From an optimization exercise on the open Yosys and OpenROAD flow, aimed at small area; shortcuts taken in it are not production practice.
At most, simulation tests tie the RTL to the original design; equivalence was not proved.
Only the layout flow was run in run 1; the RTL was not checked for function there.
Power and IR drop assume default switching activity.

==> flow/design.v <==
`timescale 1ns/1ps
package adxl_pkg;
    typedef logic [6-1:0]   axi_addr_t;
    typedef logic [32-1:0]   axi_data_t;
    typedef logic [32/8-1:0] axi_strb_t;
    typedef logic [7:0] byte_t;
    typedef logic [5:0] reg_addr_t;    
    typedef enum logic [2:0] {
        idle,
        check,
        send_write,
        next_addr,
        send_read,
        receive
    } seq_state_t;
endpackage
`timescale 1ns/1ps
module axil_slave (
    input  logic        S_AXI_LITE_ACLK,
    input  logic        rst,
    input  logic        awvalid,
    output logic        awready,
    input  logic        wvalid,
    output logic        bvalid,
    input  logic        bready,
    input  logic        arvalid,
    output logic        arready,
    output logic        rvalid,
    input  logic        rready,
    output logic        bus_wr_en,
    output logic        bus_rd_en
);
    logic aw_en;
    logic wr_accept;
    logic rd_accept;
    assign wr_accept = ~awready && awvalid && wvalid && aw_en;
    assign rd_accept = ~arready && arvalid && ~rvalid;
    assign bus_wr_en = awready && awvalid && wvalid;
    assign bus_rd_en = arready && arvalid;
    always_ff @(posedge S_AXI_LITE_ACLK) begin
        if (rst) begin
            awready <= 1'b0;
            aw_en   <= 1'b1;
            bvalid  <= 1'b0;
            arready <= 1'b0;
            rvalid  <= 1'b0;
        end else begin
            awready <= wr_accept;
            if (wr_accept)
                aw_en <= 1'b0;
            else if (bready && bvalid)
                aw_en <= 1'b1;
            if (bus_wr_en)
                bvalid <= 1'b1;
            else if (bready)
                bvalid <= 1'b0;
            arready <= rd_accept;
            if (bus_rd_en)
                rvalid <= 1'b1;
            else if (rready)
                rvalid <= 1'b0;
        end
    end
endmodule
`timescale 1ns/1ps
module adxl_reg_mirror (
    input  logic         S_AXI_LITE_ACLK,
    input  logic         rst,
    output logic         pending_any,
    input  logic [5:0]   seq_addr,
    output logic         seq_pending,
    output logic [7:0]   seq_byte,
    input  logic         clear_pending,
    input  logic         rx_wr,
    input  logic [7:0]   rx_data,
    input  logic         bus_wr_en,
    input  logic [3:0]   bus_wr_word,
    input  logic [31:0]  bus_wr_data,
    input  logic [3:0]   bus_wr_strb,
    input  logic [3:0]   bus_rd_word,
    output logic [31:0]  bus_rd_data
);
    localparam logic [63:0] write_mask = 64'h0102_F7FF_E000_0000;
    logic [7:0]  regs [64];
    logic [63:0] pending;
    logic [63:0] seq_hit;
    logic [63:0] host_hit;
    logic [7:0]  rx_byte;
    logic        host_wr;
    logic [7:0]  seq_or [65];
    logic        pend_or [65];
    logic [7:0]  rx_lo;
    logic [7:0]  rx_hi;
    logic [63:0] rx_en;
    assign host_wr = bus_wr_en && !rst;
    assign rx_byte = rst ? 8'h00 : rx_data;
    for (genvar j = 0; j < 8; j++) begin : g_pre
        assign rx_lo[j] = rst || (seq_addr[2:0] == 3'(j));
        assign rx_hi[j] = rst || (rx_wr && seq_addr[5:3] == 3'(j));
    end
    for (genvar i = 0; i < 64; i++) begin : g_byte
        assign seq_hit[i] = (seq_addr == 6'(i));
        assign rx_en[i]   = rx_lo[i % 8] && rx_hi[i / 8];
        if (write_mask[i]) begin : g_wr
            assign host_hit[i] = host_wr && (bus_wr_word == 4'(i / 4))
                                 && bus_wr_strb[i % 4];
            logic take_rx;
            logic keep;
            assign take_rx = rx_en[i] && !host_hit[i];
            assign keep    = !rx_en[i] && !host_hit[i];
            always_ff @(posedge S_AXI_LITE_ACLK) begin
                regs[i] <= ({8{host_hit[i]}} & bus_wr_data[8*(i%4) +: 8])
                         | ({8{take_rx}} & rx_byte)
                         | ({8{keep}} & regs[i]);
                if (rst || host_hit[i] || (clear_pending && seq_hit[i]))
                    pending[i] <= host_hit[i];
            end
            assign seq_or[i+1]  = seq_or[i] | (seq_hit[i] ? regs[i] : 8'h00);
            assign pend_or[i+1] = pend_or[i] | (seq_hit[i] && pending[i]);
        end else begin : g_ro
            assign host_hit[i] = 1'b0;
            assign pending[i]  = 1'b0;
            always_ff @(posedge S_AXI_LITE_ACLK) begin
                regs[i] <= ({8{rx_en[i]}} & rx_byte) | ({8{!rx_en[i]}} & regs[i]);
            end
            assign seq_or[i+1]  = seq_or[i];
            assign pend_or[i+1] = pend_or[i];
        end
    end
    assign seq_or[0]   = 8'h00;
    assign pend_or[0]  = 1'b0;
    assign seq_byte    = seq_or[64];
    assign seq_pending = pend_or[64];
    assign pending_any = |pending;
    always_comb begin
        for (int b = 0; b < 4; b++)
            bus_rd_data[8*b +: 8] = regs[{bus_rd_word, 2'(b)}];
    end
endmodule
`timescale 1ns/1ps
module bus_sequencer (
    input  logic       S_AXI_LITE_ACLK,
    input  logic       rst,
    input  logic       pending_any,
    output logic [5:0] seq_addr,
    input  logic       seq_pending,
    output logic       clear_pending,
    output logic       rx_wr,
    input  logic       rx_tvalid,
    input  logic       rx_tlast,
    output logic       cmd_push,
    output logic       cmd_read,
    output logic [1:0] cmd_pos,
    input  logic       cmd_full
);
    adxl_pkg::seq_state_t state;
    logic [1:0] word_cnt;
    logic [5:0] timer;
    logic       last_word;
    logic       in_read;
    assign last_word = (word_cnt == 2'd2);
    assign in_read   = (state == adxl_pkg::send_read);
    assign cmd_push  = (state == adxl_pkg::send_write || in_read) && !cmd_full;
    assign cmd_read  = in_read;
    assign cmd_pos   = word_cnt;
    assign clear_pending = cmd_push && (state == adxl_pkg::send_write) && last_word;
    assign rx_wr         = (state == adxl_pkg::receive) && rx_tvalid;
    always_ff @(posedge S_AXI_LITE_ACLK) begin
        if (rst) begin
            state    <= adxl_pkg::idle;
            seq_addr <= '0;
            word_cnt <= '0;
            timer    <= '0;
        end else begin
            case (state)
                adxl_pkg::idle: begin
                    seq_addr <= '0;
                    if (pending_any)
                        state <= adxl_pkg::check;
                    else if (timer == 6'd63)
                        state <= adxl_pkg::send_read;
                    else
                        timer <= timer + 1'b1;
                end
                adxl_pkg::check:
                    state <= seq_pending ? adxl_pkg::send_write : adxl_pkg::next_addr;
                adxl_pkg::send_write:
                    if (!cmd_full) begin
                        word_cnt <= word_cnt + 1'b1;
                        if (last_word) begin
                            word_cnt <= '0;
                            state    <= adxl_pkg::next_addr;
                        end
                    end
                adxl_pkg::next_addr:
                    if (seq_addr == 6'h39) begin
                        state <= adxl_pkg::idle;
                    end else begin
                        seq_addr <= seq_addr + 1'b1;
                        state    <= adxl_pkg::check;
                    end
                adxl_pkg::send_read:
                    if (!cmd_full)
                        state <= adxl_pkg::receive;
                adxl_pkg::receive: begin
                    timer <= '0;
                    if (rx_tvalid) begin
                        seq_addr <= seq_addr + 1'b1;
                        if (rx_tlast)
                            state <= adxl_pkg::idle;
                    end
                end
                default:
                    state <= adxl_pkg::idle;
            endcase
        end
    end
endmodule
`timescale 1ns/1ps
module cmd_queue (
    input  logic       S_AXI_LITE_ACLK,
    input  logic       rst,
    output logic [7:0] M_AXIS_TDATA,
    output logic [7:0] M_AXIS_TUSER,
    output logic       M_AXIS_TLAST,
    output logic       M_AXIS_TVALID,
    input  logic       M_AXIS_TREADY,
    input  logic       cmd_push,
    input  logic       cmd_read,
    input  logic [1:0] cmd_pos,
    input  logic [5:0] cmd_addr,
    input  logic [7:0] cmd_data,
    output logic       cmd_full
);
    logic [15:0] read_mark;
    logic [5:0]  addr_mem [6];
    logic [7:0]  data_mem [6];
    logic [3:0]  wr_ptr;
    logic [3:0]  rd_ptr;
    logic [2:0]  cmd_wr;
    logic [2:0]  cmd_rd;
    logic [1:0]  head_pos;
    logic        head_read;
    logic        pop;
    assign head_read     = (head_pos == 2'd0) && read_mark[rd_ptr];
    assign pop           = M_AXIS_TVALID && M_AXIS_TREADY;
    assign M_AXIS_TVALID = (wr_ptr != rd_ptr) || cmd_full;
    always_comb begin
        case (head_pos)
            2'd0:    M_AXIS_TDATA = read_mark[rd_ptr] ? 8'(6'h39) : 8'h02;
            2'd1:    M_AXIS_TDATA = {2'b00, addr_mem[cmd_rd]};
            default: M_AXIS_TDATA = data_mem[cmd_rd];
        endcase
    end
    assign M_AXIS_TUSER  = {7'h53, head_read};
    assign M_AXIS_TLAST  = (head_pos == 2'd2) || head_read;
    always_ff @(posedge S_AXI_LITE_ACLK) begin
        if (cmd_push)
            read_mark[wr_ptr] <= cmd_read;
        if (cmd_push && cmd_pos == 2'd1)
            addr_mem[cmd_wr] <= cmd_addr;
        if (cmd_push && cmd_pos == 2'd2)
            data_mem[cmd_wr] <= cmd_data;
    end
    always_ff @(posedge S_AXI_LITE_ACLK) begin
        if (rst) begin
            wr_ptr   <= '0;
            rd_ptr   <= '0;
            cmd_wr   <= '0;
            cmd_rd   <= '0;
            cmd_full <= 1'b0;
            head_pos <= '0;
        end else begin
            if (cmd_push)
                wr_ptr <= wr_ptr + 1'b1;
            if (cmd_push && cmd_pos == 2'd2)
                cmd_wr <= (cmd_wr == 3'd5) ? 3'd0 : cmd_wr + 1'b1;
            if (pop) begin
                rd_ptr   <= rd_ptr + 1'b1;
                head_pos <= (head_read || head_pos == 2'd2) ? 2'd0 : head_pos + 1'b1;
                if (head_pos == 2'd2)
                    cmd_rd <= (cmd_rd == 3'd5) ? 3'd0 : cmd_rd + 1'b1;
            end
            if (cmd_push && !pop)
                cmd_full <= (4'(wr_ptr + 1'b1) == rd_ptr);
            else if (pop && !cmd_push)
                cmd_full <= 1'b0;
        end
    end
endmodule
`timescale 1ns/1ps
module axi_adxl345 (
    input  logic       S_AXI_LITE_ACLK,
    input  logic       S_AXI_LITE_ARESETN,
    input  adxl_pkg::axi_addr_t  S_AXI_LITE_AWADDR,
    input  logic       S_AXI_LITE_AWVALID,
    output logic       S_AXI_LITE_AWREADY,
    input  adxl_pkg::axi_data_t  S_AXI_LITE_WDATA,
    input  adxl_pkg::axi_strb_t  S_AXI_LITE_WSTRB,
    input  logic       S_AXI_LITE_WVALID,
    output logic       S_AXI_LITE_WREADY,
    output logic [1:0] S_AXI_LITE_BRESP,
    output logic       S_AXI_LITE_BVALID,
    input  logic       S_AXI_LITE_BREADY,
    input  adxl_pkg::axi_addr_t  S_AXI_LITE_ARADDR,
    input  logic       S_AXI_LITE_ARVALID,
    output logic       S_AXI_LITE_ARREADY,
    output adxl_pkg::axi_data_t  S_AXI_LITE_RDATA,
    output logic [1:0] S_AXI_LITE_RRESP,
    output logic       S_AXI_LITE_RVALID,
    input  logic       S_AXI_LITE_RREADY,
    output adxl_pkg::byte_t      M_AXIS_TDATA,
    output adxl_pkg::byte_t      M_AXIS_TUSER,
    output logic       M_AXIS_TVALID,
    output logic       M_AXIS_TLAST,
    input  logic       M_AXIS_TREADY,
    input  adxl_pkg::byte_t      S_AXIS_TDATA,
    input  adxl_pkg::byte_t      S_AXIS_TUSER,
    input  logic       S_AXIS_TVALID,
    input  logic       S_AXIS_TLAST,
    output logic       S_AXIS_TREADY
);
    logic        rst;
    logic        bus_wr_en;
    logic        bus_rd_en;
    logic [31:0] bus_rd_data;
    logic        cmd_push;
    logic        cmd_read;
    logic [1:0]  cmd_pos;
    logic        cmd_full;
    logic        pending_any;
    logic [5:0]  seq_addr;
    logic        seq_pending;
    logic [7:0]  seq_byte;
    logic        clear_pending;
    logic        rx_wr;
    assign rst              = !S_AXI_LITE_ARESETN;
    assign S_AXIS_TREADY    = 1'b1;
    assign S_AXI_LITE_WREADY = S_AXI_LITE_AWREADY;
    assign S_AXI_LITE_BRESP = 2'b00;
    assign S_AXI_LITE_RRESP = 2'b00;
    axil_slave u_axil_slave (
        .S_AXI_LITE_ACLK (S_AXI_LITE_ACLK),
        .rst             (rst),
        .awvalid         (S_AXI_LITE_AWVALID),
        .awready         (S_AXI_LITE_AWREADY),
        .wvalid          (S_AXI_LITE_WVALID),
        .bvalid          (S_AXI_LITE_BVALID),
        .bready          (S_AXI_LITE_BREADY),
        .arvalid         (S_AXI_LITE_ARVALID),
        .arready         (S_AXI_LITE_ARREADY),
        .rvalid          (S_AXI_LITE_RVALID),
        .rready          (S_AXI_LITE_RREADY),
        .bus_wr_en       (bus_wr_en),
        .bus_rd_en       (bus_rd_en)
    );
    always_ff @(posedge S_AXI_LITE_ACLK) begin
        if (bus_rd_en)
            S_AXI_LITE_RDATA <= bus_rd_data;
    end
    adxl_reg_mirror u_adxl_reg_mirror (
        .S_AXI_LITE_ACLK (S_AXI_LITE_ACLK),
        .rst             (rst),
        .pending_any     (pending_any),
        .seq_addr        (seq_addr),
        .seq_pending     (seq_pending),
        .seq_byte        (seq_byte),
        .clear_pending   (clear_pending),
        .rx_wr           (rx_wr),
        .rx_data         (S_AXIS_TDATA),
        .bus_wr_en       (bus_wr_en),
        .bus_wr_word     (S_AXI_LITE_AWADDR[5:2]),
        .bus_wr_data     (S_AXI_LITE_WDATA),
        .bus_wr_strb     (S_AXI_LITE_WSTRB),
        .bus_rd_word     (S_AXI_LITE_ARADDR[5:2]),
        .bus_rd_data     (bus_rd_data)
    );
    bus_sequencer u_bus_sequencer (
        .S_AXI_LITE_ACLK (S_AXI_LITE_ACLK),
        .rst             (rst),
        .pending_any     (pending_any),
        .seq_addr        (seq_addr),
        .seq_pending     (seq_pending),
        .clear_pending   (clear_pending),
        .rx_wr           (rx_wr),
        .rx_tvalid       (S_AXIS_TVALID),
        .rx_tlast        (S_AXIS_TLAST),
        .cmd_push        (cmd_push),
        .cmd_read        (cmd_read),
        .cmd_pos         (cmd_pos),
        .cmd_full        (cmd_full)
    );
    cmd_queue u_cmd_queue (
        .S_AXI_LITE_ACLK (S_AXI_LITE_ACLK),
        .rst             (rst),
        .M_AXIS_TDATA    (M_AXIS_TDATA),
        .M_AXIS_TUSER    (M_AXIS_TUSER),
        .M_AXIS_TLAST    (M_AXIS_TLAST),
        .M_AXIS_TVALID   (M_AXIS_TVALID),
        .M_AXIS_TREADY   (M_AXIS_TREADY),
        .cmd_push        (cmd_push),
        .cmd_read        (cmd_read),
        .cmd_pos         (cmd_pos),
        .cmd_addr        (seq_addr),
        .cmd_data        (seq_byte),
        .cmd_full        (cmd_full)
    );
endmodule
==> flow/flow/run.sh <==
#!/bin/bash
# Standard synthesis, then ABC re-maps its combinational logic for area
# (registers untouched), then the standard layout with small port buffers and
# a clock tree without dummy loads. Each tool's output goes to its own log.
set -euo pipefail
W=$(pwd)
R=$W/orfs/results/$FLOW_PLATFORM/axi_adxl345/base
LIB=$FLOW_HOME/platforms/$FLOW_PLATFORM/lib/sky130_fd_sc_hd__tt_025C_1v80.lib
YOSYS=$(command -v yosys || echo "$FLOW_HOME/../tools/install/yosys/bin/yosys")

bash standard.sh synth > "$W/log_1_standard_synth.log" 2>&1
cp "$R/1_2_yosys.v" "$W/standard_netlist.v"

python3 "$W/flow/comb_lib.py" "$LIB" "$W/comb.lib" > "$W/log_2_comb_lib.log" 2>&1
sed -e "s#@LIB@#$LIB#g" -e "s#@COMB@#$W/comb.lib#g" -e "s#@IN@#$W/standard_netlist.v#g" \
    -e "s#@OUT@#$W/remap.v#g" -e "s#@TOP@#$FLOW_TOP#g" -e "s#@ABC@#$W/flow/abc_area.script#g" "$W/flow/remap.ys" > "$W/remap_run.ys"
"$YOSYS" -l "$W/log_3_remap.log" -q "$W/remap_run.ys" > /dev/null 2>&1
rm -f "$W/comb.lib"
cp "$W/remap.v" "$R/1_2_yosys.v"

bash standard.sh \
    BUFFER_PORTS_ARGS="-buffer_cell sky130_fd_sc_hd__buf_1" \
    CTS_ARGS="$(cat "$W/flow/cts_args")" \
    finish > "$W/log_4_standard_layout.log" 2>&1
==> flow/flow/abc_area.script <==
strash
&get -n
&fraig -x
&put
dc2
strash
&get -n
&dch -f
&nf -R 1000 -F 8 -C 32
&put
==> flow/flow/comb_lib.py <==
# Writes a copy of a liberty file holding only its combinational cells, so
# that Yosys can read their functions while the flip-flops stay black boxes.
import re
import sys

src = open(sys.argv[1]).read()
starts = [m.start() for m in re.finditer(r'\n\s*cell\s*\(', src)]
head = src[:starts[0]]
cells = []
pos = starts[0]
for s in starts:
    if s < pos:
        continue
    depth = 0
    k = src.index('{', s)
    while True:
        c = src[k]
        if c == '{':
            depth += 1
        elif c == '}':
            depth -= 1
            if depth == 0:
                break
        k += 1
    cells.append(src[s:k + 1])
    pos = k + 1
comb = [c for c in cells if not re.search(r'\b(ff|latch|statetable)\s*\(', c)]
open(sys.argv[2], 'w').write(head + ''.join(comb) + '\n}\n')
print(f"{len(cells)} cells, {len(comb)} combinational")
==> flow/flow/cts_args <==
-sink_clustering_enable -repair_clock_nets -dont_use_dummy_load -buf_list sky130_fd_sc_hd__clkbuf_16 -sink_clustering_size 20 -sink_clustering_max_diameter 80
==> flow/flow/remap.ys <==
# Re-map the combinational logic of the standard synthesis with an
# area-oriented ABC script. Flip-flops are black boxes here, so every
# register keeps its name and cell type.
read_liberty -lib @LIB@
read_liberty -overwrite -ignore_miss_func @COMB@
read_verilog @IN@
hierarchy -check -top @TOP@
flatten
opt_clean
stat -liberty @LIB@
abc -script @ABC@ -liberty @LIB@ -dont_use *probe* -dont_use *lpflow*
setundef -zero
splitnets
opt_clean -purge
hilomap -hicell sky130_fd_sc_hd__conb_1 HI -locell sky130_fd_sc_hd__conb_1 LO
insbuf -buf sky130_fd_sc_hd__buf_1 A X
stat -liberty @LIB@
write_verilog -noattr -nohex -nodec @OUT@
# read the result back against the library alone and check it
design -reset
read_liberty -lib @LIB@
read_verilog @OUT@
hierarchy -check -top @TOP@
check -assert -mapped
==> flow/standard.sh <==
#!/bin/bash
# synth_recipe.tcl (not shown) runs the flow's synth.tcl, then flattens the netlist and writes it again
# the make line also repeats each setting of config.mk as NAME=value (left out here)
make -C /OpenROAD-flow-scripts/flow DESIGN_CONFIG=/design/flow/config.mk WORK_HOME=/design/flow/orfs CLKGATE_MAP_FILE= SYNTH_SCRIPT=/design/flow/synth_recipe.tcl "${@:-finish}"
==> flow/config.mk <==
export PLATFORM = sky130hd
export DESIGN_NAME = axi_adxl345
export DESIGN_NICKNAME = axi_adxl345
export VERILOG_FILES = /design/flow/design.v
export SDC_FILE = /design/flow/constraint.sdc
export NUM_CORES = 4
export LEC_CHECK = 0
export ABC_AREA = 1
export CAP_MARGIN = 20
export CORE_MARGIN = 2
export CORE_UTILIZATION = 50
export GPL_TIMING_DRIVEN = 0
export SLEW_MARGIN = 20
==> flow/constraint.sdc <==
create_clock -name core_clock -period 10.0 [get_ports {S_AXI_LITE_ACLK}]
set_input_delay 2.0000 -clock core_clock [delete_from_list [all_inputs] [get_ports {S_AXI_LITE_ACLK}]]
set_output_delay 2.0000 -clock core_clock [all_outputs]
set_load 0.01 [all_outputs]
==> reports/metrics.cfg, run 1 <==
[run_status]
status=no timing/DRC/antenna violations

[logic_synthesis]
syn_avg_cell_area_um2=13.9
synth_area_um2=27800
syn_inst=2003
ys_warn_count=23
syn_nets=2077

[global_routing]
grt_pass1_vias=19900
grt_usage=0.336
grt_max_degree=43
antenna_found_initial=3
grt_pass1_wl_um=139000
overflow=0

[cells_and_area]
layout_common_cells=504 x edfxtp_1, 266 x a222oi_1, 201 x dfxtp_1
area_growth_pct=12.3
finalNetCount=2290
post_layout_nonfiller_instances=2964
multiInputGateArea_um2=8310
drive_gt1_frac=0.0718
regArea_um2=19200
nFillCells=4486
final_common_cell=edfxtp_1

[floorplanning]
die_w_um=240
initial_core_util=0.505
num_rows=86
pin_count=134
core_area_um2=55100
die_area_um2=57500
die-height_um=240

[flow_run]
maxCapViolations=0

[cts]
root_buffer=clkbuf_16
cts_hold_buf=0
cts_setup_buffers=0
clk_latency_ps=600
clkSinkCount=706
tritoncts=built
post_cts_resized=0
h-tree-depth=2
cts_made_buffers=42
clock_path_buffers=3
clkTransAtPathRegs_ps=90

[power_and_ir_drop]
switchingPower_mw=1.71
clkPwrFrac=0.271
finalPower_mw=6.15
p_int_mw=4.44
p_seq_frac=0.599
netSwitchingFraction=0.278
p_per_area_nw_per_um2=197
leakagePower_nw=10.1
pwr-share-comb=0.130
peakVddDrop_uv=128

[sta]
max_slew_margin=0.155
hold_violations=0
rsz0062_at_grt=no
drv_slew=0
worst_pin_slew_ps=1260
fin_worst_skew_ps=46.5
finalSetupViolations=0
period_needed_ps=5110
max_freq_ghz=0.196
min_period_over_period=0.511

[setup_path]
cpPeakStageDelay_ps=860
startpoint_type=input port
end_kind=register
worstPathCellList=buf_2 > nand4_1 > or3b_1 > nor3b_1 > and2_0 > nor3_1 > a222oi_1 > clkinv_1
path_max_fanout=14
cp_slowest_cell=and2_0
crit_arrival_ps=5610
path_class=in -> reg
cp.required_ps=10500

[route]
drt-total-wl_um=97700
drc=0
wire_per_inst_um=33.0
vias=20800
final_antenna_net_count=0
firstDrtPassIters=13
drt_iter0_markers=4448
vias_per_cell=7.03

[placed_design]
numPortBuffers=109
dp_hpwl_um=69200
place.gp.congestion=1.03
dp_cells=2920

[worst_hold_path]
hold_path.class=reg -> reg

==> path summary, 6_finish.rpt <==
check,start,to,slack [ps],cells past startpoint
worst min-delay path,u_axil_slave.arready,u_axil_slave.arready,440,1
worst min register to register,u_axil_slave.arready,u_axil_slave.arready,440,1
worst max-delay path,S_AXI_LITE_ARESETN,u_adxl_reg_mirror.regs[38][5],4890,8
worst max register to register,u_bus_sequencer.seq_addr[2],u_cmd_queue.data_mem[1][2],6110,6
==> metrics by stage <==
step / setup slack, ps / setup TNS (ps) / hold slack [ps] / cell area (um2) / utilization
after CTS: 4980 / 0 / 441 / 31200 / 0.567
after detailed placement: 4430 / 0 / 429 / 30200 / 0.548
final: 4890 / 0 / 440 / 31200 / 0.567
after global routing: 4830 / 0 / 468 / 31200 / 0.567
after global placement: -472 / -1820 / 420 / 29200 / 0.529
after floorplan: 4740 / 0 / 434 / 27800 / -
==> power groups by stage <==
stage                     combinational, mW  clock (mW)  sequential [mW]
after floorplan                       0.499           0             3.59
after global routing                  0.868        1.77             3.70
final                                 0.799        1.67             3.68
after global placement                0.737           0             3.74
after detailed placement              0.790           0             3.74
after CTS                             0.792        1.67             3.67
==> per-layer routing <==
metal	GRT usage	vias to the layer above	share of wire
met1	0.458	10300	0.38
met3	0.0704	267	0.11
met2	0.529	1443	0.46
met5	0	-	0.00013
met4	0.140	2	0.049
li1	-	8804	-
==> worst max-delay path: cells and delay by family <==
family	cells	cell delay, ps
compound gates	1	450
buf+inv	2	350
simple gates	5	2790
==> cell type report <==
class / instances / area share
flip-flops and latches: 706 / 0.614
multi-input cells: 1163 / 0.266
repair buffers: 169 / 0.0397
clock buffers: 42 / 0.0336
well taps: 748 / 0.0300
inverters: 121 / 0.0149
plain buffers: 13 / 0.00156
diodes: 2 / 0.000160
==> inputs of run 2 (changes only) <==
--- a/flow/design.v
+++ b/flow/design.v
@@ -30,26 +30,20 @@
     output logic        bus_wr_en,
     output logic        bus_rd_en
 );
-    logic aw_en;
     logic wr_accept;
     logic rd_accept;
-    assign wr_accept = ~awready && awvalid && wvalid && aw_en;
+    assign wr_accept = ~awready && ~bvalid && awvalid && wvalid;
     assign rd_accept = ~arready && arvalid && ~rvalid;
     assign bus_wr_en = awready && awvalid && wvalid;
     assign bus_rd_en = arready && arvalid;
     always_ff @(posedge S_AXI_LITE_ACLK) begin
         if (rst) begin
             awready <= 1'b0;
-            aw_en   <= 1'b1;
             bvalid  <= 1'b0;
             arready <= 1'b0;
             rvalid  <= 1'b0;
         end else begin
             awready <= wr_accept;
-            if (wr_accept)
-                aw_en <= 1'b0;
-            else if (bready && bvalid)
-                aw_en <= 1'b1;
             if (bus_wr_en)
                 bvalid <= 1'b1;
             else if (bready)
==> run 2 against run 1 <==
Compared with the run above: still clean on timing, DRC and antenna; total power is 0.79% lower; clock-buffer cell count stayed put; sequential power hardly changed; cell area hardly changed; flip-flop and latch count is 1 lower; critical endpoint is now u_adxl_reg_mirror.regs[37][6]; largest power group unchanged.
==> reports/metrics.cfg, run 2 <==
[run_status]
status=no timing/DRC/antenna violations

[logic_synthesis]
syn_inst=2010
syn_nets=2084
syn_avg_cell_area_um2=13.8
ys_warn_count=23
synth_area_um2=27800

[cts]
clkTransAtPathRegs_ps=80
clk_latency_ps=620
root_buffer=clkbuf_16
cts_hold_buf=0
h-tree-depth=2
tritoncts=built
cts_made_buffers=42
cts_setup_buffers=0
post_cts_resized=0
clock_path_buffers=3
clkSinkCount=705

[floorplanning]
num_rows=86
die_area_um2=57500
core_area_um2=55100
pin_count=134
initial_core_util=0.505
die_w_um=240
die-height_um=240

[power_and_ir_drop]
clkPwrFrac=0.275
pwr-share-comb=0.127
p_per_area_nw_per_um2=195
peakVddDrop_uv=161
finalPower_mw=6.10
switchingPower_mw=1.67
p_int_mw=4.42
netSwitchingFraction=0.274
leakagePower_nw=10.1
p_seq_frac=0.598

[sta]
whs_ps=443
finalSetupViolations=0
worst_pin_slew_ps=1220
min_period_over_period=0.526
max_slew_margin=0.184
fin_worst_skew_ps=37.5
max_freq_ghz=0.190
rsz0062_at_grt=no
period_needed_ps=5260
drv_slew=0
hold_violations=0

[cells_and_area]
area_growth_pct=12.2
nFillCells=4518
drive_gt1_frac=0.0782
layout_common_cells=504 x edfxtp_1, 217 x a222oi_1, 214 x nor2_1
final_common_cell=edfxtp_1
finalNetCount=2300
post_layout_nonfiller_instances=2973
design_area_um2=31200

[global_routing]
overflow=0
grt_pass1_vias=19700
antenna_found_initial=4
grt_usage=0.341
grt_max_degree=52
grt_pass1_wl_um=140000

[placed_design]
place.gp.congestion=0.991
numPortBuffers=109
postPlaceCellArea_um2=30100
dp_cells=2929
dp_hpwl_um=68900

[worst_hold_path]
holdPathStages=1
hold_path.class=reg -> reg

[setup_path]
worstSetupStartpoint=S_AXI_LITE_ARESETN
crit_arrival_ps=5740
end_kind=register
startpoint_type=input port
cp.required_ps=10480
crit_end=u_adxl_reg_mirror.regs[37][6]
path_max_fanout=38
r2r-start=u_bus_sequencer.seq_addr[2]
reg2regPathDepth=6
r2r-end=u_cmd_queue.data_mem[1][6]
path_class=in -> reg
r2r_setup_slack_ps=6050

[route]
wire_per_inst_um=33.3
firstDrtPassIters=10
drc=0
vias_per_cell=7.08
vias=21000
drt_iter0_markers=4380
final_antenna_net_count=0
drt-total-wl_um=99000

[flow_run]
maxCapViolations=0

run 2: critical path, stage by stage:
cell and delay, ps:
buf_2 290, buf_12 250, buf_16 190, and3_1 240, nand3_1 110, nor3_1 760
and2_0 850, nor3_1 260, buf_4 250, a222oi_1 350, clkinv_1 140
run 2: worst min-delay path by stage:
stage	from	end	slack, ps
finish	u_axil_slave.rvalid	u_axil_slave.arready	440
global route	u_axil_slave.rvalid	u_axil_slave.arready	460
CTS	u_axil_slave.rvalid	u_axil_slave.arready	440
detailed placement	u_axil_slave.rvalid	u_axil_slave.arready	430
global placement	u_axil_slave.rvalid	u_axil_slave.arready	420
floorplan	u_bus_sequencer.timer[5]	u_bus_sequencer.timer[5]	440
run 2: metal layers:
metal	wire (um)	up-vias	GRT usage
met5	50	-	0
met4	4560	8	0.143
met3	11700	285	0.0665
met2	45000	1514	0.528
met1	37700	10400	0.474
li1	-	8799	-
run 2: through the flow:
stage	setup slack (ps)	util	setup TNS [ps]
floorplan	4730	-	0
global placement	-440	0.529	-2530
detailed placement	4150	0.547	0
CTS	4780	0.566	0
global route	4710	0.567	0
finish	4740	0.567	0
run 2: final cells by class:
cell class,instances,area [um2],area share
Antenna cell,1,2.50,0.0000802
Sequential cell,705,19200,0.614
Timing Repair Buffer,172,1180,0.0380
Buffer,13,48.8,0.00156
Inverter,79,307,0.00982
Tap cell,748,936,0.0300
Multi-Input combinational cell,1213,8530,0.273
Clock buffer,42,1050,0.0337
run 2: power by group through the flow:
stage	Combinational (mW)	Clock, mW	Sequential (mW)
floorplan	0.482	0	3.58
global placement	0.708	0	3.71
CTS	0.766	1.68	3.64
finish	0.774	1.67	3.65
global route	0.841	1.78	3.66
detailed placement	0.764	0	3.70
==> inputs of run 3 (changes only) <==
==> flow/flow/run.sh (replaced) <==
#!/bin/bash
# Standard synthesis, then ABC re-maps its combinational logic for area
# (registers untouched; several ABC scripts are tried and the smallest
# netlist is kept), then the standard layout with small port buffers and a
# clock tree without dummy loads. Each tool's output goes to its own log.
set -euo pipefail
W=$(pwd)
R=$W/orfs/results/$FLOW_PLATFORM/axi_adxl345/base
LIB=$FLOW_HOME/platforms/$FLOW_PLATFORM/lib/sky130_fd_sc_hd__tt_025C_1v80.lib
YOSYS=$(command -v yosys || echo "$FLOW_HOME/../tools/install/yosys/bin/yosys")

bash standard.sh synth > "$W/log_1_standard_synth.log" 2>&1
cp "$R/1_2_yosys.v" "$W/standard_netlist.v"

python3 "$W/flow/comb_lib.py" "$LIB" "$W/comb.lib" > "$W/log_2_comb_lib.log" 2>&1

# candidate ABC scripts: the plain one and deepsyn with a few seeds
cp "$W/flow/abc_base.script" "$W/abc_0.script"
for s in 1 2 3; do
    sed -e "s#@T@#100#" -e "s#@S@#$s#" "$W/flow/abc_deep.script" > "$W/abc_$s.script"
done
for k in 0 1 2 3; do
    sed -e "s#@LIB@#$LIB#g" -e "s#@COMB@#$W/comb.lib#g" -e "s#@IN@#$W/standard_netlist.v#g" \
        -e "s#@OUT@#$W/remap_$k.v#g" -e "s#@TOP@#$FLOW_TOP#g" -e "s#@ABC@#$W/abc_$k.script#g" \
        "$W/flow/remap.ys" > "$W/remap_$k.ys"
    ( timeout 900 "$YOSYS" -l "$W/log_3_remap_$k.log" -q "$W/remap_$k.ys" > /dev/null 2>&1 || true ) &
done
wait
best=$(python3 "$W/flow/pick.py" "$W" 0 1 2 3 2> "$W/log_3_remap_areas.log")
echo "picked remap_$best" > "$W/log_3_remap_pick.log"
rm -f "$W/comb.lib"
cp "$W/remap_$best.v" "$R/1_2_yosys.v"

bash standard.sh \
    BUFFER_PORTS_ARGS="-buffer_cell sky130_fd_sc_hd__buf_1" \
    CTS_ARGS="$(cat "$W/flow/cts_args")" \
    finish > "$W/log_4_standard_layout.log" 2>&1
==> flow/flow/abc_base.script (new file) <==
strash
&get -n
&fraig -x
&put
dc2
strash
&get -n
&dch -f
&nf -R 1000 -F 8 -C 32
&put
==> flow/flow/abc_deep.script (new file) <==
strash
&get -n
&fraig -x
&deepsyn -T @T@ -S @S@
&put
strash
&get -n
&dch -f
&nf -R 1000 -F 8 -C 32
&put
==> flow/flow/pick.py (new file) <==
# Prints the index of the re-mapped netlist with the smallest cell area
# among those whose Yosys run finished and passed its check.
import re
import sys

work = sys.argv[1]
best = None
for k in sys.argv[2:]:
    try:
        log = open(f"{work}/log_3_remap_{k}.log").read()
    except OSError:
        continue
    if "End of script" not in log or "Found and reported 0 problems" not in log:
        continue
    areas = re.findall(r"Chip area for module .*?: ([\d.]+)", log)
    if len(areas) < 2:
        continue
    area = float(areas[-1])
    print(f"remap_{k}: {area}", file=sys.stderr)
    if best is None or area < best[0]:
        best = (area, k)
if best is None:
    sys.exit("no re-mapped netlist")
print(best[1])
--- a/flow/config.mk
+++ b/flow/config.mk
@@ -8,6 +8,6 @@
 export ABC_AREA = 1
 export CAP_MARGIN = 20
 export CORE_MARGIN = 2
-export CORE_UTILIZATION = 50
+export CORE_UTILIZATION = 62
 export GPL_TIMING_DRIVEN = 0
 export SLEW_MARGIN = 20
removed: flow/flow/abc_area.script
==> run 3 against run 2 <==
Compared with the run above: cell count shrank 3.8%; combinational power down 33%; flip-flop and latch count unchanged; largest power group unchanged; critical path depth is 3 lower; first-iteration DRC count is 12% higher; die area decreased by 20%; critical endpoint is now M_AXIS_TDATA[5]; clock power about the same; non-clock buffer count shrank 10; via count up 4.5%; setup slack got worse by 300 ps; routed wire length increased by 1.6%.
==> reports/metrics.cfg, run 3 <==
[cells_and_area]
layout_common_cells=504 x edfxtp_1, 201 x dfxtp_1, 180 x a222oi_1
finalNetCount=2340
final_common_cell=edfxtp_1
multiInputGateArea_um2=8180
design_area_um2=30600
nFillCells=3067
drive_gt1_frac=0.0636
area_growth_pct=11.2
regArea_um2=19200

[cts]
cts_setup_buffers=0
clkTransAtPathRegs_ps=80
h-tree-depth=2
clock_path_buffers=3
post_cts_resized=0
tritoncts=built
root_buffer=clkbuf_16
clkSinkCount=705
clk_latency_ps=610
cts_made_buffers=42
cts_hold_buf=0

[sta]
setup_ws_ps=4440
max_slew_margin=0.196
worst_pin_slew_ps=1200
fin_worst_skew_ps=46.9
finalSetupViolations=0
hold_violations=0
min_period_over_period=0.556
period_needed_ps=5560
rsz0062_at_grt=no
drv_slew=0
setup_tns_ps=0
max_freq_ghz=0.180

[floorplanning]
core_area_um2=44000
pin_count=134
num_rows=77
die_w_um=215
initial_core_util=0.626
die-height_um=215
die_area_um2=46100

[route]
vias=22000
drc=0
drt-total-wl_um=101000
wire_per_inst_um=35.1
final_antenna_net_count=0
firstDrtPassIters=11
vias_per_cell=7.69
drt_iter0_markers=4903

[global_routing]
overflow=0
use_met2=0.661
grt_pass1_wl_um=144000
grt.busiest_layer=met2
gr-usage-met3=0.114
antenna_found_initial=7
grt_pass1_vias=20800
grt_usage=0.431
grt_max_degree=51
met1_usage=0.576

[placed_design]
numPortBuffers=109
dp_hpwl_um=69400
place.gp.congestion=1.01
place_ws_ps=4440
postPlaceCellArea_um2=29500

[setup_path]
crit_arrival_ps=3560
startpoint_type=register
end_kind=output pin
cp.required_ps=8000
path_class=reg -> out
path_max_fanout=13

[power_and_ir_drop]
peakVddDrop_uv=163
leakagePower_nw=10.0
p_per_area_nw_per_um2=185

[logic_synthesis]
syn_nets=2134
ys_warn_count=23
syn_avg_cell_area_um2=13.4
syn_inst=2060
synth_area_um2=27500

[run_status]
status=no timing/DRC/antenna violations

[worst_hold_path]
hold_path.class=reg -> reg

[flow_run]
maxCapViolations=0

[run 3: final cells by class]
cell class	instances	share of cell area
Sequential cell	705	0.626
Multi-Input combinational cell	1247	0.267
Timing Repair Buffer	162	0.0345
Clock buffer	42	0.0343
Tap cell	592	0.0242
Inverter	95	0.0120
Buffer	13	0.00159
Antenna cell	5	0.000409
[run 3: through the flow]
| stage | util | cells | hold WS [ps] | total power [mW] |
|---|---|---|---|---|
| after floorplan | - | 2060 | 433 | 3.74 |
| after global placement | 0.652 | 2761 | 417 | 3.99 |
| after detailed placement | 0.671 | 2812 | 450 | 4.03 |
| after CTS | 0.694 | 2854 | 462 | 5.61 |
| after global routing | 0.695 | 2859 | 483 | 5.77 |
| final | 0.695 | 2861 | 458 | 5.67 |
[run 3: final timing paths]
kind / from / endpoint / slack, ps / cells past startpoint
max: u_cmd_queue.rd_ptr[0] / M_AXIS_TDATA[5] / 4440 / 8
min: u_axil_slave.rvalid / u_axil_slave.arready / 460 / 1
max reg2reg: u_bus_sequencer.state[0] / u_adxl_reg_mirror.regs[34][3] / 6170 / 9
min reg2reg: u_axil_slave.rvalid / u_axil_slave.arready / 460 / 1
[run 3: critical path: stages, from the launching register on]
cell	delay (ps)
dfxtp_1	580
nand2b_1	260
nor2_1	60
nor4_1	340
nor2_1	70
o21ai_0	440
nor3b_1	790
or4_1	260
buf_1	170
[run 3: routing by layer]
| layer | part of all wire | vias to the layer above |
|---|---|---|
| met4 | 0.058 | 2 |
| met5 | 0.00013 | - |
| met2 | 0.45 | 2061 |
| li1 | - | 8899 |
| met3 | 0.15 | 411 |
| met1 | 0.34 | 10600 |
[run 3: power by group]
part,switching (mW),internal (mW),total (mW)
Combinational,0.360,0.161,0.522
Clock,0.921,0.748,1.67
Sequential,0.167,3.32,3.48
Total,1.45,4.22,5.67
==> inputs of run 4 (changes only) <==
--- a/flow/flow/run.sh
+++ b/flow/flow/run.sh
@@ -14,19 +14,23 @@
 
 python3 "$W/flow/comb_lib.py" "$LIB" "$W/comb.lib" > "$W/log_2_comb_lib.log" 2>&1
 
-# candidate ABC scripts: the plain one and deepsyn with a few seeds
+# candidate ABC scripts: the plain one (0) and deepsyn with a few seeds
 cp "$W/flow/abc_base.script" "$W/abc_0.script"
-for s in 1 2 3; do
-    sed -e "s#@T@#100#" -e "s#@S@#$s#" "$W/flow/abc_deep.script" > "$W/abc_$s.script"
+k=1
+for s in 0 1 2 8; do
+    sed -e "s#@T@#60#" -e "s#@S@#$s#" "$W/flow/abc_deep.script" > "$W/abc_$k.script"
+    k=$((k + 1))
 done
-for k in 0 1 2 3; do
+remap() {
     sed -e "s#@LIB@#$LIB#g" -e "s#@COMB@#$W/comb.lib#g" -e "s#@IN@#$W/standard_netlist.v#g" \
-        -e "s#@OUT@#$W/remap_$k.v#g" -e "s#@TOP@#$FLOW_TOP#g" -e "s#@ABC@#$W/abc_$k.script#g" \
-        "$W/flow/remap.ys" > "$W/remap_$k.ys"
-    ( timeout 900 "$YOSYS" -l "$W/log_3_remap_$k.log" -q "$W/remap_$k.ys" > /dev/null 2>&1 || true ) &
-done
+        -e "s#@OUT@#$W/remap_$1.v#g" -e "s#@TOP@#$FLOW_TOP#g" -e "s#@ABC@#$W/abc_$1.script#g" \
+        "$W/flow/remap.ys" > "$W/remap_$1.ys"
+    timeout 900 "$YOSYS" -l "$W/log_3_remap_$1.log" -q "$W/remap_$1.ys" > /dev/null 2>&1 || true
+}
+for k in 1 2 3 4; do remap $k & done
 wait
-best=$(python3 "$W/flow/pick.py" "$W" 0 1 2 3 2> "$W/log_3_remap_areas.log")
+remap 0
+best=$(python3 "$W/flow/pick.py" "$W" 0 1 2 3 4 2> "$W/log_3_remap_areas.log")
 echo "picked remap_$best" > "$W/log_3_remap_pick.log"
 rm -f "$W/comb.lib"
 cp "$W/remap_$best.v" "$R/1_2_yosys.v"
==> run 4 against run 3 <==
Compared with the run above: sequential share of layout area up 0.78 points; hold slack worse by 17 ps; utilization up 0.35 points; via count shrank 1.6%; clock power is essentially flat; clock skew down 12 ps; first-iteration DRC count down 11%; sequential power about the same; flip-flop and latch count is the same; global-route usage shrank 1.3 points; maximum frequency up 2.3%.
==> reports/metrics.cfg, run 4 <==
[cts]
cts_setup_buffers=0
clk_latency_ps=620
clkTransAtPathRegs_ps=80
clock_path_buffers=3
tritoncts=built
cts_hold_buf=0
h-tree-depth=2
root_buffer=clkbuf_16
clkSinkCount=705
post_cts_resized=0
cts_made_buffers=41

[sta]
hold_violations=0
max_slew_margin=0.136
worst_pin_slew_ps=1290
setup_tns_ps=0
period_needed_ps=5430
min_period_over_period=0.543
max_freq_ghz=0.184
finalSetupViolations=0
fin_worst_skew_ps=35.3
drv_slew=0
rsz0062_at_grt=no

[global_routing]
overflow=0
grt_pass1_vias=20100
grt_pass1_wl_um=135000
antenna_found_initial=0
grt_usage=0.418
grt_max_degree=45

[cells_and_area]
post_layout_nonfiller_instances=2853
finalNetCount=2343
regArea_um2=19200
final_common_cell=edfxtp_1
layout_common_cells=504 x edfxtp_1, 201 x dfxtp_1, 176 x a21oi_1
area_growth_pct=10.9
multiInputGateArea_um2=8100
nFillCells=2999
drive_gt1_frac=0.0604

[route]
vias_per_cell=7.59
vias=21600
drt-total-wl_um=95900
firstDrtPassIters=8
wire_per_inst_um=33.6
final_antenna_net_count=0
drc=0
drt_iter0_markers=4371

[setup_path]
path_class=reg -> out
worstPathCellList=nor2b_1 > a222oi_1 > a211oi_1 > o21ai_0 > a311oi_1 > buf_1
cpPeakStageDelay_ps=840
end_kind=output pin
r2r-start=u_bus_sequencer.seq_addr[1]
critPathBufInv=1
cp.required_ps=8000
r2r_setup_slack_ps=6390
crit_cells=6
path_max_fanout=15
cpLargestDelayFamily=compound AO/OA/AOI/OAI gates
cp_slowest_cell=nor2b_1
reg2regPathDepth=5
crit_arrival_ps=3430
r2r-end=u_cmd_queue.data_mem[1][7]
startpoint_type=register

[power_and_ir_drop]
p_per_area_nw_per_um2=186
leakagePower_nw=9.92
peakVddDrop_uv=190

[logic_synthesis]
syn_inst=2067
syn_avg_cell_area_um2=13.2
ys_warn_count=23
syn_nets=2141
synth_area_um2=27300

[placed_design]
dp_hpwl_um=66300
numPortBuffers=109
place.gp.congestion=1.02
dp_cells=2810

[worst_hold_path]
hold_path.class=reg -> reg
min_from=u_axil_slave.arready
min_to=u_axil_slave.arready
holdPathStages=1

[floorplanning]
die_w_um=214
pin_count=134
core_area_um2=43300
die_area_um2=45700
die-height_um=214
initial_core_util=0.630
num_rows=76

[run_status]
status=no timing/DRC/antenna violations

[flow_run]
maxCapViolations=0

[run 4: worst max path at each step]
stage,from,to,slack [ps]
CTS,register,M_AXIS_TDATA[4],4560
detailed placement,S_AXI_LITE_ARESETN,u_adxl_reg_mirror.regs[33][1],4740
floorplan,S_AXI_LITE_ARADDR[5],S_AXI_LITE_RDATA[9],4740
global placement,S_AXI_LITE_ARADDR[4],S_AXI_LITE_RDATA[18],460
finish,register,M_AXIS_TDATA[1],4570
global route,register,M_AXIS_TDATA[4],4460
[run 4: where the power goes]
part	switching, mW	internal (mW)	total [mW]
clock	0.905	0.731	1.64
sequential	0.180	3.32	3.50
combinational	0.334	0.153	0.488
total	1.42	4.20	5.62
[run 4: routing by layer]
metal | vias to the layer above | global-route usage | share of wire
li1 | 8895 | - | -
met1 | 10600 | 0.556 | 0.35
met2 | 1851 | 0.651 | 0.46
met3 | 334 | 0.0987 | 0.13
met4 | 0 | 0.212 | 0.055
met5 | - | 0 | 0
[run 4: final cells by class]
type	instances	share of cell area
sequential	705	0.634
tap	585	0.0242
multi-input combinational	1309	0.268
antenna	1	0.0000828
timing repair buffer	159	0.0334
inverter	40	0.00525
clock buffer	41	0.0339
buffer	13	0.00161
[run 4: stage by stage]
| step | instance area [um2] | worst slack, ps | power, mW | hold slack (ps) | utilization |
|---|---|---|---|---|---|
| global route | 30200 | 4460 | 5.72 | 468 | 0.699 |
| detailed placement | 29200 | 4740 | 4.02 | 430 | 0.674 |
| finish | 30200 | 4570 | 5.62 | 441 | 0.699 |
| floorplan | 27300 | 4740 | 3.73 | 429 | - |
| CTS | 30200 | 4560 | 5.57 | 445 | 0.698 |
| global placement | 28400 | 465 | 3.99 | 418 | 0.657 |
==> inputs of run 5 (changes only) <==
--- a/flow/design.v
+++ b/flow/design.v
@@ -92,6 +92,16 @@
         assign rx_lo[j] = rst || (seq_addr[2:0] == 3'(j));
         assign rx_hi[j] = rst || (rx_wr && seq_addr[5:3] == 3'(j));
     end
+    logic [3:0]  hold_lo;
+    logic [15:0] hold_hi;
+    logic        rx_idle;
+    assign rx_idle = !rst && !rx_wr;
+    for (genvar j = 0; j < 4; j++) begin : g_hlo
+        assign hold_lo[j] = rx_idle || (seq_addr[1:0] != 2'(j));
+    end
+    for (genvar j = 0; j < 16; j++) begin : g_hhi
+        assign hold_hi[j] = rx_idle || (seq_addr[5:2] != 4'(j));
+    end
     for (genvar i = 0; i < 64; i++) begin : g_byte
         assign seq_hit[i] = (seq_addr == 6'(i));
         assign rx_en[i]   = rx_lo[i % 8] && rx_hi[i / 8];
@@ -114,8 +124,10 @@
         end else begin : g_ro
             assign host_hit[i] = 1'b0;
             assign pending[i]  = 1'b0;
+            logic keep;
+            assign keep = !rst && (hold_lo[i % 4] || hold_hi[i / 4]);
             always_ff @(posedge S_AXI_LITE_ACLK) begin
-                regs[i] <= ({8{rx_en[i]}} & rx_byte) | ({8{!rx_en[i]}} & regs[i]);
+                regs[i] <= ({8{rx_en[i]}} & rx_byte) | ({8{keep}} & regs[i]);
             end
             assign seq_or[i+1]  = seq_or[i];
             assign pend_or[i+1] = pend_or[i];
==> run 5 against run 4 <==
Compared with the run above: still clean on timing, DRC and antenna; register-to-register slack got worse by 310 ps; die area decreased by 0.21%; cell area increased by 0.59%; utilization increased by 0.57 points; setup slack got worse by 280 ps; global-route usage increased by 2.5 points; via count increased by 19%; synthesized cell count increased by 32%; critical endpoint is now u_adxl_reg_mirror.regs[37][6]; largest cell class unchanged.
==> reports/metrics.cfg, run 5 <==
[global_routing]
grt_pass1_vias=24100
overflow=0
grt_pass1_wl_um=149000
grt_max_degree=56
antenna_found_initial=5
grt_usage=0.443

[placed_design]
numPortBuffers=109
place_ws_ps=4030
dp_cells=3474
dp_hpwl_um=71500
postPlaceCellArea_um2=29300
place.gp.congestion=1.03

[route]
final_antenna_net_count=0
wire_per_inst_um=29.2
firstDrtPassIters=14
vias_per_cell=7.33
drt_iter0_markers=5239
drt-total-wl_um=103000
drc=0
vias=25800

[cells_and_area]
drive_gt1_frac=0.0569
largestRegisters=u_adxl_reg_mirror.regs x512, u_cmd_queue.data_mem x48, u_cmd_queue.addr_mem x36
area_growth_pct=11.7
layout_common_cells=553 x dfxtp_1, 379 x nor2_1, 277 x a21oi_1
top_register=u_adxl_reg_mirror.regs
largest_register_ffs=512
nFillCells=3290
design_area_um2=30400
post_layout_nonfiller_instances=3521
final_common_cell=dfxtp_1
finalNetCount=3009

[sta]
period_needed_ps=5720
setup_tns_ps=0
fin_worst_skew_ps=36.5
drv_slew=0
rsz0062_at_grt=no
hold_violations=0
max_slew_margin=0.153
max_freq_ghz=0.175
finalSetupViolations=0
worst_pin_slew_ps=1260
min_period_over_period=0.572
setup_ws_ps=4280

[logic_synthesis]
syn_nets=2796
syn_inst=2722
ys_warn_count=23
synth_area_um2=27200
syn_avg_cell_area_um2=10.0

[cts]
h-tree-depth=2
clkTransAtPathRegs_ps=80
root_buffer=clkbuf_16
clkSinkCount=705
cts_hold_buf=0
clock_path_buffers=3
cts_made_buffers=41
post_cts_resized=0
cts_setup_buffers=0
clk_latency_ps=600
tritoncts=built

[floorplanning]
die_area_um2=45600
num_rows=76
die_w_um=214
core_area_um2=43200
pin_count=134
initial_core_util=0.631
die-height_um=214

[setup_path]
crit_end=u_adxl_reg_mirror.regs[37][6]
crit_arrival_ps=6190
worstSetupStartpoint=S_AXI_LITE_ARESETN
reg2regPathDepth=8
path_class=in -> reg
end_kind=register
cp.required_ps=10470
path_max_fanout=40
r2r_setup_slack_ps=6080
r2r-end=u_adxl_reg_mirror.regs[37][6]
startpoint_type=input port
r2r-start=u_axil_slave.awready

[power_and_ir_drop]
peakVddDrop_uv=146
p_per_area_nw_per_um2=186
leakagePower_nw=10.9

[worst_hold_path]
hold_path.class=reg -> reg

[run_status]
status=no timing/DRC/antenna violations

[flow_run]
maxCapViolations=0

-- run 5: where the power goes --
group | internal, mW | switching [mW]
Combinational | 0.223 | 0.394
Clock | 0.731 | 0.907
Sequential | 3.17 | 0.220
Total | 4.13 | 1.52
-- run 5: final cells by class --
type                            count  area (um2)  share of cell area
Clock buffer                       41        1030              0.0337
Sequential cell                   705       15600               0.514
Antenna cell                        3        7.51            0.000247
Tap cell                          585         732              0.0241
Multi-Input combinational cell   1916       11500               0.378
Buffer                             13        48.8             0.00160
Inverter                           88         330              0.0109
Timing Repair Buffer              170        1150              0.0378
-- run 5: layer usage --
| metal | track usage | vias up | share of wire |
|---|---|---|---|
| met3 | 0.105 | 480 | 0.14 |
| met5 | 0 | - | 0.00022 |
| li1 | - | 11000 | - |
| met4 | 0.251 | 4 | 0.066 |
| met1 | 0.574 | 12300 | 0.36 |
| met2 | 0.686 | 2050 | 0.44 |
-- run 5: metrics by stage --
| stage | utilization | power, mW | hold slack [ps] |
|---|---|---|---|
| 6_report | 0.705 | 5.65 | 432 |
| 5_1_grt | 0.705 | 5.80 | 471 |
| 4_1_cts | 0.703 | 5.60 | 432 |
| 3_5_place_dp | 0.680 | 4.03 | 432 |
| 3_3_place_gp | 0.657 | 3.97 | 417 |
| 2_1_floorplan | - | 3.74 | 424 |
-- run 5: worst min-delay path by stage --
stage	to	depth (start not counted)	slack (ps)	start
after floorplan	u_adxl_reg_mirror.regs[18][0]	2	420	u_adxl_reg_mirror.regs[18][0]
after global placement	u_axil_slave.arready	1	420	u_axil_slave.rvalid
after detailed placement	u_axil_slave.arready	1	430	u_axil_slave.arready
after CTS	u_axil_slave.awready	1	430	u_axil_slave.bvalid
after global routing	u_axil_slave.arready	1	470	u_axil_slave.rvalid
final	u_axil_slave.awready	1	430	u_axil_slave.bvalid
-- run 5: worst max-delay path: stages --
cell      delay (ps)
buf_2            610
nand4_1          560
clkinv_1         130
nand2_1          160
nor4_1           970
and2_0           780
nor2_1           400
a222oi_1         440
clkinv_1         110
==> inputs of run 6 (changes only) <==
--- a/flow/design.v
+++ b/flow/design.v
@@ -260,13 +260,31 @@
     end
     assign M_AXIS_TUSER  = {7'h53, head_read};
     assign M_AXIS_TLAST  = (head_pos == 2'd2) || head_read;
-    always_ff @(posedge S_AXI_LITE_ACLK) begin
-        if (cmd_push)
-            read_mark[wr_ptr] <= cmd_read;
-        if (cmd_push && cmd_pos == 2'd1)
-            addr_mem[cmd_wr] <= cmd_addr;
-        if (cmd_push && cmd_pos == 2'd2)
-            data_mem[cmd_wr] <= cmd_data;
+    logic push_a;
+    logic push_d;
+    assign push_a = cmd_push && cmd_pos == 2'd1;
+    assign push_d = cmd_push && cmd_pos == 2'd2;
+    for (genvar j = 0; j < 16; j++) begin : g_mark
+        logic take;
+        logic keep;
+        assign take = cmd_push && wr_ptr == 4'(j);
+        assign keep = !cmd_push || (wr_ptr[0] != 1'(j % 2)) || (wr_ptr[3:1] != 3'(j / 2));
+        always_ff @(posedge S_AXI_LITE_ACLK)
+            read_mark[j] <= (take && cmd_read) || (keep && read_mark[j]);
+    end
+    for (genvar j = 0; j < 6; j++) begin : g_slot
+        logic take_a;
+        logic take_d;
+        logic keep_a;
+        logic keep_d;
+        assign take_a = push_a && cmd_wr == 3'(j);
+        assign take_d = push_d && cmd_wr == 3'(j);
+        assign keep_a = !push_a || (cmd_wr[0] != 1'(j % 2)) || (cmd_wr[2:1] != 2'(j / 2));
+        assign keep_d = !push_d || (cmd_wr[0] != 1'(j % 2)) || (cmd_wr[2:1] != 2'(j / 2));
+        always_ff @(posedge S_AXI_LITE_ACLK) begin
+            addr_mem[j] <= ({6{take_a}} & cmd_addr) | ({6{keep_a}} & addr_mem[j]);
+            data_mem[j] <= ({8{take_d}} & cmd_data) | ({8{keep_d}} & data_mem[j]);
+        end
     end
     always_ff @(posedge S_AXI_LITE_ACLK) begin
         if (rst) begin
--- a/flow/flow/run.sh
+++ b/flow/flow/run.sh
@@ -14,10 +14,11 @@
 
 python3 "$W/flow/comb_lib.py" "$LIB" "$W/comb.lib" > "$W/log_2_comb_lib.log" 2>&1
 
-# candidate ABC scripts: the plain one (0) and deepsyn with a few seeds
+# candidate ABC scripts: two plain ones (0, 1) and deepsyn with a few seeds
 cp "$W/flow/abc_base.script" "$W/abc_0.script"
-k=1
-for s in 0 1 2 8; do
+cp "$W/flow/abc_base2.script" "$W/abc_1.script"
+k=2
+for s in 0 1 3; do
     sed -e "s#@T@#60#" -e "s#@S@#$s#" "$W/flow/abc_deep.script" > "$W/abc_$k.script"
     k=$((k + 1))
 done
==> flow/flow/abc_base2.script (new file) <==
strash
&get -n
&fraig -x
&put
dc2
dc2
strash
&get -n
&dch -f
&nf -R 1000 -F 8 -C 32
&put
==> flow/flow/cts_args (replaced) <==
-sink_clustering_enable -repair_clock_nets -dont_use_dummy_load -buf_list sky130_fd_sc_hd__clkbuf_16 -sink_clustering_size 25 -sink_clustering_max_diameter 80
==> run 6 against run 5 <==
Compared with the run above: still clean; hold slack improved by 17 ps; synthesized area fell by 0.91%; maximum frequency rose by 12%; cell count rose by 2.3%; non-clock buffer count fell by 1; critical path type unchanged; largest cell class unchanged; highest routed layer unchanged.
==> reports/metrics.cfg, run 6 <==
[worst_hold_path]
hold_path.class=reg -> reg
min_from=u_axil_slave.bvalid
holdPathStages=1

[cells_and_area]
drive_gt1_frac=0.0597
utilization=0.701
post_layout_nonfiller_instances=3602
finalNetCount=3089
nFillCells=3301
layout_common_cells=650 x dfxtp_1, 544 x nor2_1, 400 x a21oi_1
final_common_cell=dfxtp_1
largestRegisters=u_adxl_reg_mirror.regs x512, u_cmd_queue.data_mem x48, u_cmd_queue.addr_mem x36
area_growth_pct=11.8
top_register=u_adxl_reg_mirror.regs
largest_register_ffs=512

[cts]
cts_made_buffers=36
h-tree-depth=2
post_cts_resized=0
tritoncts=built
clkTransAtPathRegs_ps=90
root_buffer=clkbuf_16
clkSinkCount=702
clk_latency_ps=600
clock_path_buffers=3
cts_setup_buffers=0
cts_hold_buf=0

[setup_path]
crit_cells=8
path_max_fanout=15
cpLargestDelayFamily=simple AND/OR/NAND/NOR gates
worstSetupStartpoint=S_AXI_LITE_ARESETN
worstPathCellList=buf_2 > nand4_1 > or3b_1 > nor3b_1 > nand2_1 > clkinv_1 > a21oi_1 > a221o_1
cp.required_ps=10490
end_kind=register
critPathBufInv=2
r2r-start=u_bus_sequencer.seq_addr[2]
reg2regPathDepth=7
path_class=in -> reg
cpPeakStageDelay_ps=660
startpoint_type=input port
cp_slowest_cell=nor3b_1
crit_arrival_ps=5610

[logic_synthesis]
syn_nets=2882
syn_avg_cell_area_um2=9.61
syn_inst=2808
synth_area_um2=27000
ys_warn_count=25

[global_routing]
grt_max_degree=65
antenna_found_initial=3
grt_pass1_wl_um=150000
grt_usage=0.444
overflow=0
grt_pass1_vias=24500

[run_status]
status=no timing/DRC/antenna violations

[placed_design]
dp_cells=3561
place.gp.congestion=1.02
dp_hpwl_um=71300
numPortBuffers=109

[floorplanning]
initial_core_util=0.628
core_area_um2=43000
pin_count=134
die_area_um2=45200
die-height_um=213
die_w_um=213
num_rows=76

[sta]
worst_pin_slew_ps=1240
hold_violations=0
whs_ps=449
rsz0062_at_grt=no
finalSetupViolations=0
drv_slew=0
fin_worst_skew_ps=45.5
max_freq_ghz=0.195
period_needed_ps=5120
max_slew_margin=0.170
min_period_over_period=0.512

[power_and_ir_drop]
leakagePower_nw=11.2
finalPower_mw=5.94
p_per_area_nw_per_um2=197
peakVddDrop_uv=157

[route]
firstDrtPassIters=13
wire_per_inst_um=28.2
vias=26000
final_antenna_net_count=0
vias_per_cell=7.22
drt-total-wl_um=102000
drc=0
drt_iter0_markers=4958

[flow_run]
maxCapViolations=0

[run 6: worst paths after layout]
path,endpoint,slack [ps]
max reg2reg,u_cmd_queue.data_mem[1][2],5970
min,u_axil_slave.awready,450
min reg2reg,u_axil_slave.awready,450
max,u_adxl_reg_mirror.regs[38][6],4880
[run 6: cell type report]
cell class                 instances  area [um2]  share of cell area
inverter                          33         124             0.00411
timing repair buffer             169        1210              0.0401
clock buffer                      36         901              0.0299
tap                              585         732              0.0243
multi-input combinational       2060       12500               0.416
buffer                            13        48.8             0.00162
sequential                       702       14600               0.483
antenna                            4        10.0            0.000332
[run 6: per-stage QoR]
stage	setup TNS, ps	instance area, um2	setup WS [ps]
global placement	-92.8	28100	-92.8
global route	0	30100	4900
CTS	0	30100	4840
detailed placement	0	29200	4510
finish	0	30100	4880
floorplan	0	27000	4870
[run 6: per-layer routing]
metal,share of wire,track usage,vias up
met2,0.43,0.672,2005
li1,-,-,11200
met5,0.000098,0,-
met4,0.068,0.272,2
met3,0.14,0.131,439
met1,0.36,0.560,12300
[run 6: where the power goes]
part | total [mW] | internal (mW) | switching, mW
combinational | 0.891 | 0.334 | 0.557
sequential | 3.50 | 3.19 | 0.314
clock | 1.54 | 0.648 | 0.896

==> separate check: timing with driven ports <==
In the flow no input, the clock included, has a driving cell. The finished layouts below were timed again as built, in two steps. Step 1 (the two cells are an assumption about what drives the block):
set clk [get_ports {S_AXI_LITE_ACLK}]
set_driving_cell -lib_cell sky130_fd_sc_hd__clkbuf_16 $clk
set_driving_cell -lib_cell sky130_fd_sc_hd__buf_2 [delete_from_list [all_inputs] $clk]
Step 2, shift: input delay + t, output delay - t, t = (earliest + latest rising clock arrival at the registers) / 2. This alone moves slack from input paths to output paths. a / b / c = ideal / step 1 / step 2; a / b = the first two.
| run | t (ns) | setup slack, ns | clock arrival spread, ns |
|---|---|---|---|
| run 1 | 0.647 | 4.886 / 4.928 / 4.282 | 0.069 / 0.069 |
| run 2 | 0.649 | 4.738 / 4.777 / 4.128 | 0.060 / 0.060 |
| run 3 | 0.649 | 4.440 / 4.381 / 4.301 | 0.049 / 0.049 |
| run 4 | 0.661 | 4.566 / 4.506 / 4.666 | 0.041 / 0.041 |
| run 5 | 0.645 | 4.282 / 4.319 / 3.673 | 0.039 / 0.039 |
| run 6 | 0.643 | 4.878 / 4.916 / 4.272 | 0.058 / 0.059 |
After both steps every run listed still meets setup and hold. The setup slack of run 2, which loses most, moves by +0.039 ns with the drivers and by -0.610 ns with both steps.
